Context: an optimization exercise on an open-source flow, tuned for small area, a short achievable clock period and few clock cycles per item. The choices shown serve that exercise and are no tape-out recipe.
Function was checked by simulation only, so behaviour that the tests miss may differ from the original.
No driver is modelled on the clock port, so clocking that relies on it looks cheaper here than on a real chip.
Power figures rest on the tool's default switching activity, not on a simulated workload.

==> flow/design.v <==
package axil_pkg;
    localparam logic [1:0] RESP_OKAY   = 2'b00;
    localparam logic [1:0] RESP_SLVERR = 2'b10;
    typedef enum logic [1:0] {
        ST_IDLE   = 2'd0,
        ST_GOT_AW = 2'd1,
        ST_GOT_W  = 2'd2,
        ST_RESP   = 2'd3
    } wr_state_e;
endpackage
module axil_regfile_be
#(
    parameter int unsigned          DATA_W   = 32,
    parameter int unsigned          NUM_REGS = 64,
    localparam int unsigned         IDX_W    = $clog2(NUM_REGS),
    localparam int unsigned         STRB_W   = DATA_W / 8
) (
    input  logic                aclk,
    input  logic                aresetn,
    input  logic                we,
    input  logic [IDX_W-1:0]    widx,
    input  logic [DATA_W-1:0]   wdata,
    input  logic [STRB_W-1:0]   wstrb,
    input  logic [IDX_W-1:0]    ridx,
    output logic [DATA_W-1:0]   rdata
);
    logic [NUM_REGS-1:0]        vld;
    logic [NUM_REGS*DATA_W-1:0] words;
    logic [DATA_W-1:0]          wd_z;
    logic [NUM_REGS-1:0]        rsel;
    always_comb begin
        for (int b = 0; b < STRB_W; b++) begin
            wd_z[b*8 +: 8] = wstrb[b] ? wdata[b*8 +: 8] : 8'h00;
        end
    end
    logic [NUM_REGS-1:0]        wsel;
    logic [NUM_REGS*STRB_W-1:0] ben;
    axil_wr_en #(
        .NUM_REGS (NUM_REGS),
        .STRB_W   (STRB_W)
    ) u_wr_en (
        .we    (we),
        .widx  (widx),
        .wstrb (wstrb),
        .vld   (vld),
        .wsel  (wsel),
        .ben   (ben)
    );
    for (genvar i = 0; i < NUM_REGS; i++) begin : g_reg
        logic [DATA_W-1:0]      q;
        always_ff @(posedge aclk or negedge aresetn) begin
            if (!aresetn) vld[i] <= 1'b0;
            else if (wsel[i]) vld[i] <= 1'b1;
        end
        for (genvar b = 0; b < STRB_W; b++) begin : g_byte
            always_ff @(posedge aclk) begin
                if (ben[i*STRB_W + b]) q[b*8 +: 8] <= wd_z[b*8 +: 8];
            end
        end
        assign words[i*DATA_W +: DATA_W] = q;
    end
    axil_rd_dec #(
        .NUM_REGS (NUM_REGS)
    ) u_rd_dec (
        .ridx (ridx),
        .vld  (vld),
        .rsel (rsel)
    );
    axil_rd_mux #(
        .DATA_W   (DATA_W),
        .NUM_REGS (NUM_REGS)
    ) u_rd_mux (
        .rsel  (rsel),
        .words (words),
        .rdata (rdata)
    );
endmodule
module axil_rd_dec
#(
    parameter int unsigned          NUM_REGS = 64,
    localparam int unsigned         IDX_W    = $clog2(NUM_REGS)
) (
    input  logic [IDX_W-1:0]    ridx,
    input  logic [NUM_REGS-1:0] vld,
    output logic [NUM_REGS-1:0] rsel
);
    always_comb begin
        for (int i = 0; i < NUM_REGS; i++) rsel[i] = vld[i] && (ridx == IDX_W'(i));
    end
endmodule
module axil_rd_mux
#(
    parameter int unsigned          DATA_W   = 32,
    parameter int unsigned          NUM_REGS = 64,
    parameter int unsigned          GRP      = 8,
    localparam int unsigned         NGRP     = NUM_REGS / GRP
) (
    input  logic [NUM_REGS-1:0]         rsel,
    input  logic [NUM_REGS*DATA_W-1:0]  words,
    output logic [DATA_W-1:0]           rdata
);
    logic [NGRP*DATA_W-1:0] grp_or;
    for (genvar g = 0; g < NGRP; g++) begin : g_grp
        axil_rd_grp #(
            .DATA_W (DATA_W),
            .GRP    (GRP)
        ) u_grp (
            .rsel  (rsel[g*GRP +: GRP]),
            .words (words[g*GRP*DATA_W +: GRP*DATA_W]),
            .o     (grp_or[g*DATA_W +: DATA_W])
        );
    end
    logic [NGRP/2*DATA_W-1:0] pair_n;
    for (genvar g = 0; g < NGRP / 2; g++) begin : g_pair
        axil_rd_nor2 #(
            .DATA_W (DATA_W)
        ) u_nor2 (
            .a (grp_or[(2*g)*DATA_W +: DATA_W]),
            .b (grp_or[(2*g+1)*DATA_W +: DATA_W]),
            .y (pair_n[g*DATA_W +: DATA_W])
        );
    end
    always_comb begin
        rdata = '1;
        for (int g = 0; g < NGRP / 2; g++) rdata = rdata & pair_n[g*DATA_W +: DATA_W];
        rdata = ~rdata;
    end
endmodule
module axil_rd_grp
#(
    parameter int unsigned          DATA_W   = 32,
    parameter int unsigned          GRP      = 8
) (
    input  logic [GRP-1:0]              rsel,
    input  logic [GRP*DATA_W-1:0]       words,
    output logic [DATA_W-1:0]           o
);
    always_comb begin
        o = '0;
        for (int i = 0; i < GRP; i++) o = o | (words[i*DATA_W +: DATA_W] & {DATA_W{rsel[i]}});
    end
endmodule
module axil_rd_nor2
#(
    parameter int unsigned          DATA_W   = 32
) (
    input  logic [DATA_W-1:0]           a,
    input  logic [DATA_W-1:0]           b,
    output logic [DATA_W-1:0]           y
);
    assign y = ~(a | b);
endmodule
module axil_wr_en
#(
    parameter int unsigned          NUM_REGS = 64,
    parameter int unsigned          STRB_W   = 4,
    localparam int unsigned         IDX_W    = $clog2(NUM_REGS)
) (
    input  logic                        we,
    input  logic [IDX_W-1:0]            widx,
    input  logic [STRB_W-1:0]           wstrb,
    input  logic [NUM_REGS-1:0]         vld,
    output logic [NUM_REGS-1:0]         wsel,
    output logic [NUM_REGS*STRB_W-1:0]  ben
);
    logic [NUM_REGS-1:0] wsel_n;
    axil_wr_dec #(
        .NUM_REGS (NUM_REGS)
    ) u_wr_dec (
        .we     (we),
        .widx   (widx),
        .wsel_n (wsel_n)
    );
    axil_wr_ben #(
        .NUM_REGS (NUM_REGS),
        .STRB_W   (STRB_W)
    ) u_wr_ben (
        .wsel_n (wsel_n),
        .wstrb  (wstrb),
        .vld    (vld),
        .ben    (ben)
    );
    assign wsel = ~wsel_n;
endmodule
module axil_wr_dec
#(
    parameter int unsigned          NUM_REGS = 64,
    localparam int unsigned         IDX_W    = $clog2(NUM_REGS)
) (
    input  logic                        we,
    input  logic [IDX_W-1:0]            widx,
    output logic [NUM_REGS-1:0]         wsel_n
);
    always_comb begin
        for (int i = 0; i < NUM_REGS; i++) wsel_n[i] = !(we && (widx == IDX_W'(i)));
    end
endmodule
module axil_wr_ben
#(
    parameter int unsigned          NUM_REGS = 64,
    parameter int unsigned          STRB_W   = 4
) (
    input  logic [NUM_REGS-1:0]         wsel_n,
    input  logic [STRB_W-1:0]           wstrb,
    input  logic [NUM_REGS-1:0]         vld,
    output logic [NUM_REGS*STRB_W-1:0]  ben
);
    always_comb begin
        for (int i = 0; i < NUM_REGS; i++) begin
            for (int b = 0; b < STRB_W; b++) begin
                ben[i*STRB_W + b] = !(wsel_n[i] || (!wstrb[b] && vld[i]));
            end
        end
    end
endmodule
module axil_write_slave_strb
#(
    parameter int unsigned          DATA_W   = 32,
    parameter int unsigned          ADDR_W   = 32,
    parameter int unsigned          NUM_REGS = 64,
    localparam int unsigned         IDX_W    = $clog2(NUM_REGS),
    localparam int unsigned         STRB_W   = DATA_W / 8
) (
    input  logic                aclk,
    input  logic                aresetn,
    input  logic                awvalid,
    input  logic [ADDR_W-1:0]   awaddr,
    output logic                awready,
    input  logic                wvalid,
    input  logic [DATA_W-1:0]   wdata,
    input  logic [STRB_W-1:0]   wstrb,
    output logic                wready,
    output logic                bvalid,
    output logic [1:0]          bresp,
    input  logic                bready,
    input  logic [IDX_W-1:0]    rd_idx,
    output logic [DATA_W-1:0]   rd_data,
    output logic                wr_pulse,
    output logic [IDX_W-1:0]    wr_idx
);
    localparam int unsigned LSB = $clog2(STRB_W);
    logic                   commit;
    logic                   in_range;
    logic                   reg_we;
    logic                   bresp_err;
    assign commit   = awvalid && wvalid && (!bvalid || bready);
    assign awready  = commit;
    assign wready   = commit;
    assign in_range = (awaddr >> (LSB + IDX_W)) == '0;
    assign reg_we   = commit && in_range;
    assign bresp    = {bresp_err, 1'b0};
    always_ff @(posedge aclk or negedge aresetn) begin
        if (!aresetn) begin
            bvalid   <= 1'b0;
            wr_pulse <= 1'b0;
        end else begin
            if (commit) bvalid <= 1'b1;
            else if (bready) bvalid <= 1'b0;
            wr_pulse <= reg_we && (wstrb != '0);
        end
    end
    always_ff @(posedge aclk) begin
        if (commit) bresp_err <= !in_range;
        wr_idx <= awaddr[LSB +: IDX_W];
    end
    axil_regfile_be #(
        .DATA_W   (DATA_W),
        .NUM_REGS (NUM_REGS)
    ) u_regs (
        .aclk    (aclk),
        .aresetn (aresetn),
        .we      (reg_we),
        .widx    (awaddr[LSB +: IDX_W]),
        .wdata   (wdata),
        .wstrb   (wstrb),
        .ridx    (rd_idx),
        .rdata   (rd_data)
    );
endmodule
==> flow/config.mk <==
export PLATFORM = sky130hd
export DESIGN_NAME = axil_write_slave_strb
export DESIGN_NICKNAME = axil_write_slave_strb
export VERILOG_FILES = /design/flow/design.v
export SDC_FILE = /design/flow/constraint.sdc
export NUM_CORES = 4
export LEC_CHECK = 0
export CAP_MARGIN = 20
export CORE_MARGIN = 2
export CORE_UTILIZATION = 55
export CTS_BUF_LIST = sky130_fd_sc_hd__clkbuf_8
export CTS_CLUSTER_DIAMETER = 60
export CTS_CLUSTER_SIZE = 16
export SETUP_SLACK_MARGIN = 2.0
export SLEW_MARGIN = 20
export SYNTH_HIERARCHICAL = 1
export SYNTH_MINIMUM_KEEP_SIZE = 0
==> flow/constraint.sdc <==
create_clock -name core_clock -period 8.0 [get_ports {aclk}]
set_input_delay 1.6000 -clock core_clock [delete_from_list [all_inputs] [get_ports {aclk}]]
set_output_delay 1.6000 -clock core_clock [all_outputs]
set_load 0.01 [all_outputs]
standard.sh (not shown) runs the stock make flow with config.mk's settings and CLKGATE_MAP_FILE= SYNTH_SCRIPT=/design/flow/synth_recipe.tcl, a recipe that flattens the netlist after the stock synthesis.
==> flow/flow/run.sh <==
#!/bin/bash
# The standard layout with two changes: the port buffers are buf_4 instead of the flow's
# default choice (a delay buffer), and after clock tree synthesis a second round of setup
# repair runs (flow/post_cts.tcl, through ORFS's POST_CTS_TCL hook). Everything else is
# the standard flow with config.mk's settings. make's output goes to make_finish.log; each
# ORFS step keeps its own log under orfs/logs/.
set -euo pipefail
bash standard.sh \
    "BUFFER_PORTS_ARGS=-buffer_cell sky130_fd_sc_hd__buf_4" \
    "POST_CTS_TCL=$PWD/flow/post_cts.tcl" \
    finish > make_finish.log 2>&1
==> flow/flow/post_cts.tcl <==
# Extra setup repair after CTS: a second round of repair_timing, which finds moves
# the first round (run by cts.tcl) stops short of.
log_cmd estimate_parasitics -placement
log_cmd repair_timing -setup -setup_margin 3.2 -repair_tns 100 -verbose
log_cmd repair_timing -setup -setup_margin 3.2 -repair_tns 100 -sequence "sizeup,swap,buffer,clone,split" -verbose
set result [catch { detailed_placement } msg]
if { $result != 0 } {
  error "Detailed placement failed after the extra repair: $msg"
}
check_placement -verbose
log_cmd estimate_parasitics -placement
report_worst_slack -max
Testbench counts at the start, summed over its fixed seeds: cycles 3,208, items 3,200.
Change:
--- a/flow/flow/run.sh
+++ b/flow/flow/run.sh
@@ -1,3 +1,3 @@
 #!/bin/bash
-# The standard layout with two changes: the port buffers are buf_4 instead of the flow's
+# The standard layout with two changes: the port buffers are buf_1 (the flow sizes up the ones on critical paths) instead of the flow's
 # default choice (a delay buffer), and after clock tree synthesis a second round of setup
@@ -8,3 +8,3 @@
 bash standard.sh \
-    "BUFFER_PORTS_ARGS=-buffer_cell sky130_fd_sc_hd__buf_4" \
+    "BUFFER_PORTS_ARGS=-buffer_cell sky130_fd_sc_hd__buf_1" \
     "POST_CTS_TCL=$PWD/flow/post_cts.tcl" \
- routed wire length shrinks by about 4.3%
- setup slack gets worse by 0.10 ns
- power came out lower by about 0.54%
- final cell count goes down by 1.2%
Change:
==> flow/flow/post_cts.tcl (replaced) <==
# Runs after clock tree synthesis (ORFS's POST_CTS_TCL hook, before 4_1_cts.odb is written).
# 1. A second round of setup repair, which finds moves the first round (run by cts.tcl)
#    stops short of.
# 2. Area recovery: combinational cells (not buffers or inverters) are down-sized where
#    every path through them keeps a slack of at least the design's worst slack plus
#    0.05 ns, the worst slack does not drop, and the cell's output slew stays small.
log_cmd estimate_parasitics -placement
log_cmd repair_timing -setup -setup_margin 3.2 -repair_tns 100 -verbose
log_cmd repair_timing -setup -setup_margin 3.2 -repair_tns 100 -sequence "sizeup,swap,buffer,clone,split" -verbose
log_cmd estimate_parasitics -placement
report_worst_slack -max
report_design_area

proc ds_family {master} {
  if {![regexp {^(.*)_([0-9]+)$} $master -> base sz]} { return {} }
  set out {}
  foreach lc [get_lib_cells -quiet */${base}_*] {
    set n [get_name $lc]
    if {[regexp "^${base}_(\[0-9\]+)\$" $n -> s]} { lappend out [list $s $lc] }
  }
  return [lsort -integer -index 0 $out]
}
proc ds_cell_slack {c} {
  set worst 1.0
  foreach p [get_pins -of_objects $c] {
    set s [get_property $p slack_max]
    if {$s != "INF" && $s ne "" && $s < $worst} { set worst $s }
  }
  return $worst
}
proc ds_out_slew {c} {
  set w 0.0
  foreach p [get_pins -of_objects $c] {
    if {[get_property $p direction] != "output"} { continue }
    set s [get_property $p slew_max]
    if {$s > $w} { set w $s }
  }
  return $w
}
proc downsize {guard} {
  set wns0 [sta::worst_slack_cmd max]
  set n 0
  foreach c [get_cells *] {
    if {[catch {set lc [lindex [get_lib_cells -of_objects $c] 0]; set m [get_name $lc]}]} { continue }
    if {[regexp {df|dl|buf|inv|tap|fill|decap|diode|conb} $m]} { continue }
    if {![regexp {_([0-9]+)$} $m -> cur]} { continue }
    if {$cur <= 1} { continue }
    if {[ds_cell_slack $c] < $wns0 + $guard} { continue }
    set sl0 [ds_out_slew $c]
    foreach alt [ds_family $m] {
      lassign $alt s alc
      if {$s >= $cur} { break }
      replace_cell $c $alc
      estimate_parasitics -placement
      if {[sta::worst_slack_cmd max] >= $wns0 && [ds_cell_slack $c] >= $wns0 + $guard && [ds_out_slew $c] <= max(0.4, $sl0)} {
        incr n
        break
      }
      replace_cell $c $lc
    }
  }
  estimate_parasitics -placement
  puts "downsize: $n cells down-sized"
}
downsize 0.05
report_worst_slack -max
report_design_area

set result [catch { detailed_placement } msg]
if { $result != 0 } {
  error "Detailed placement failed after the extra repair: $msg"
}
check_placement -verbose
log_cmd estimate_parasitics -placement
report_worst_slack -max
Settings changed: CORE_UTILIZATION 55 to 60.
- The new run completed without violations
- flip-flop and latch count does not change
- area after synthesis is unchanged
- synthesized cell count is unchanged
Change:
==> flow/flow/post_cts.tcl (replaced) <==
# Extra setup repair after CTS: a second round of repair_timing, which finds moves
# the first round (run by cts.tcl) stops short of.
log_cmd estimate_parasitics -placement
log_cmd repair_timing -setup -setup_margin 3.2 -repair_tns 100 -verbose
log_cmd repair_timing -setup -setup_margin 3.2 -repair_tns 100 -sequence "sizeup,swap,buffer,clone,split" -verbose
set result [catch { detailed_placement } msg]
if { $result != 0 } {
  error "Detailed placement failed after the extra repair: $msg"
}
check_placement -verbose
log_cmd estimate_parasitics -placement
report_worst_slack -max
Settings changed: CORE_UTILIZATION 60 to 55, SETUP_SLACK_MARGIN 2.0 to 2.5.
=> Final cell count went up by a few percent; global-route usage went down by 2.3 points; core utilization went down by 4.6 points; combinational power went up by a few percent; wire length went up slightly.
Change:
==> flow/flow/post_cts.tcl (replaced) <==
# Runs after clock tree synthesis (ORFS's POST_CTS_TCL hook, before 4_1_cts.odb is written).
# 1. A second round of setup repair, which finds moves the first round (run by cts.tcl)
#    stops short of.
# 2. Area recovery: combinational cells (not buffers or inverters) are down-sized where
#    every path through them keeps a slack of at least the design's worst slack plus
#    0.1 ns, the worst slack does not drop, and the cell's output slew stays small.
log_cmd estimate_parasitics -placement
log_cmd repair_timing -setup -setup_margin 3.2 -repair_tns 100 -verbose
log_cmd repair_timing -setup -setup_margin 3.2 -repair_tns 100 -sequence "sizeup,swap,buffer,clone,split" -verbose
log_cmd estimate_parasitics -placement
report_worst_slack -max
report_design_area

proc ds_family {master} {
  if {![regexp {^(.*)_([0-9]+)$} $master -> base sz]} { return {} }
  set out {}
  foreach lc [get_lib_cells -quiet */${base}_*] {
    set n [get_name $lc]
    if {[regexp "^${base}_(\[0-9\]+)\$" $n -> s]} { lappend out [list $s $lc] }
  }
  return [lsort -integer -index 0 $out]
}
proc ds_cell_slack {c} {
  set worst 1.0
  foreach p [get_pins -of_objects $c] {
    set s [get_property $p slack_max]
    if {$s != "INF" && $s ne "" && $s < $worst} { set worst $s }
  }
  return $worst
}
proc ds_out_slew {c} {
  set w 0.0
  foreach p [get_pins -of_objects $c] {
    if {[get_property $p direction] != "output"} { continue }
    set s [get_property $p slew_max]
    if {$s > $w} { set w $s }
  }
  return $w
}
proc downsize {guard} {
  set wns0 [sta::worst_slack_cmd max]
  set n 0
  foreach c [get_cells *] {
    if {[catch {set lc [lindex [get_lib_cells -of_objects $c] 0]; set m [get_name $lc]}]} { continue }
    if {[regexp {df|dl|buf|inv|tap|fill|decap|diode|conb} $m]} { continue }
    if {![regexp {_([0-9]+)$} $m -> cur]} { continue }
    if {$cur <= 1} { continue }
    if {[ds_cell_slack $c] < $wns0 + $guard} { continue }
    set sl0 [ds_out_slew $c]
    foreach alt [ds_family $m] {
      lassign $alt s alc
      if {$s >= $cur} { break }
      replace_cell $c $alc
      estimate_parasitics -placement
      if {[sta::worst_slack_cmd max] >= $wns0 && [ds_cell_slack $c] >= $wns0 + $guard && [ds_out_slew $c] <= max(0.4, $sl0)} {
        incr n
        break
      }
      replace_cell $c $lc
    }
  }
  estimate_parasitics -placement
  puts "downsize: $n cells down-sized"
}
downsize 0.1
report_worst_slack -max
report_design_area

set result [catch { detailed_placement } msg]
if { $result != 0 } {
  error "Detailed placement failed after the extra repair: $msg"
}
check_placement -verbose
log_cmd estimate_parasitics -placement
report_worst_slack -max
Settings changed: CORE_UTILIZATION 55 to 60, SETUP_SLACK_MARGIN 2.5 to 2.0.
The new run finished with timing, DRC and antenna clean.
Count of clock-buffer cells in the layout stays the same.
Hold slack stays flat.
Utilization grows by 4.6 points.
Clock skew is about the same.
Power increases by about 0.8%.
Cell area drops by 1.4%.
Change:
==> flow/flow/post_cts.tcl (replaced) <==
# Extra setup repair after CTS: a second round of repair_timing, which finds moves
# the first round (run by cts.tcl) stops short of.
log_cmd estimate_parasitics -placement
log_cmd repair_timing -setup -setup_margin 3.2 -repair_tns 100 -verbose
log_cmd repair_timing -setup -setup_margin 3.2 -repair_tns 100 -sequence "sizeup,swap,buffer,clone,split" -verbose
set result [catch { detailed_placement } msg]
if { $result != 0 } {
  error "Detailed placement failed after the extra repair: $msg"
}
check_placement -verbose
log_cmd estimate_parasitics -placement
report_worst_slack -max
What happened: The changed run ran to the end with no violations. Power hardly moves. Register-to-register slack is worse by 0.05 ns. Count of clock-buffer cells in the layout does not change. Setup slack is better by 0.026 ns. Combinational power is about the same. Critical path depth shrinks by 1.

[port drivers added, routing unchanged]
The results above use ideal ports. As a check the final layouts listed here were re-extracted and re-timed, cells and wires unchanged.
Step 1 (the two cells are an assumption about what drives the block):
set clk [get_ports {aclk}]
set_driving_cell -lib_cell sky130_fd_sc_hd__clkbuf_16 $clk
set_driving_cell -lib_cell sky130_fd_sc_hd__buf_2 [delete_from_list [all_inputs] $clk]
Step 2, shift: input delay + t, output delay - t, t = (earliest + latest rising clock arrival at the registers) / 2. This alone moves slack from input paths to output paths.
a / b / c = no drivers / after step 1 / after step 2; a / b = the first two.
| run | t, ns | slack for setup (ns) | hold slack, ns | clock arrival spread, ns |
|---|---|---|---|---|
| the first run | 0.970 | 2.655 / 2.525 / 2.525 | 0.522 / 0.485 / 0.522 | 0.041 / 0.040 |
| the second run | 0.964 | 2.554 / 2.505 / 2.505 | 0.518 / 0.518 / 0.518 | 0.032 / 0.033 |
| the third run | 0.982 | 2.631 / 2.485 / 2.485 | 0.518 / 0.477 / 0.518 | 0.032 / 0.031 |
| the fourth run | 0.961 | 2.642 / 2.532 / 2.532 | 0.520 / 0.520 / 0.520 | 0.035 / 0.036 |
| the fifth run | 0.982 | 2.631 / 2.485 / 2.485 | 0.518 / 0.477 / 0.518 | 0.032 / 0.031 |
| the sixth run | 0.984 | 2.657 / 2.521 / 2.521 | 0.518 / 0.475 / 0.518 | 0.031 / 0.030 |
After both steps every run listed still meets setup and hold.
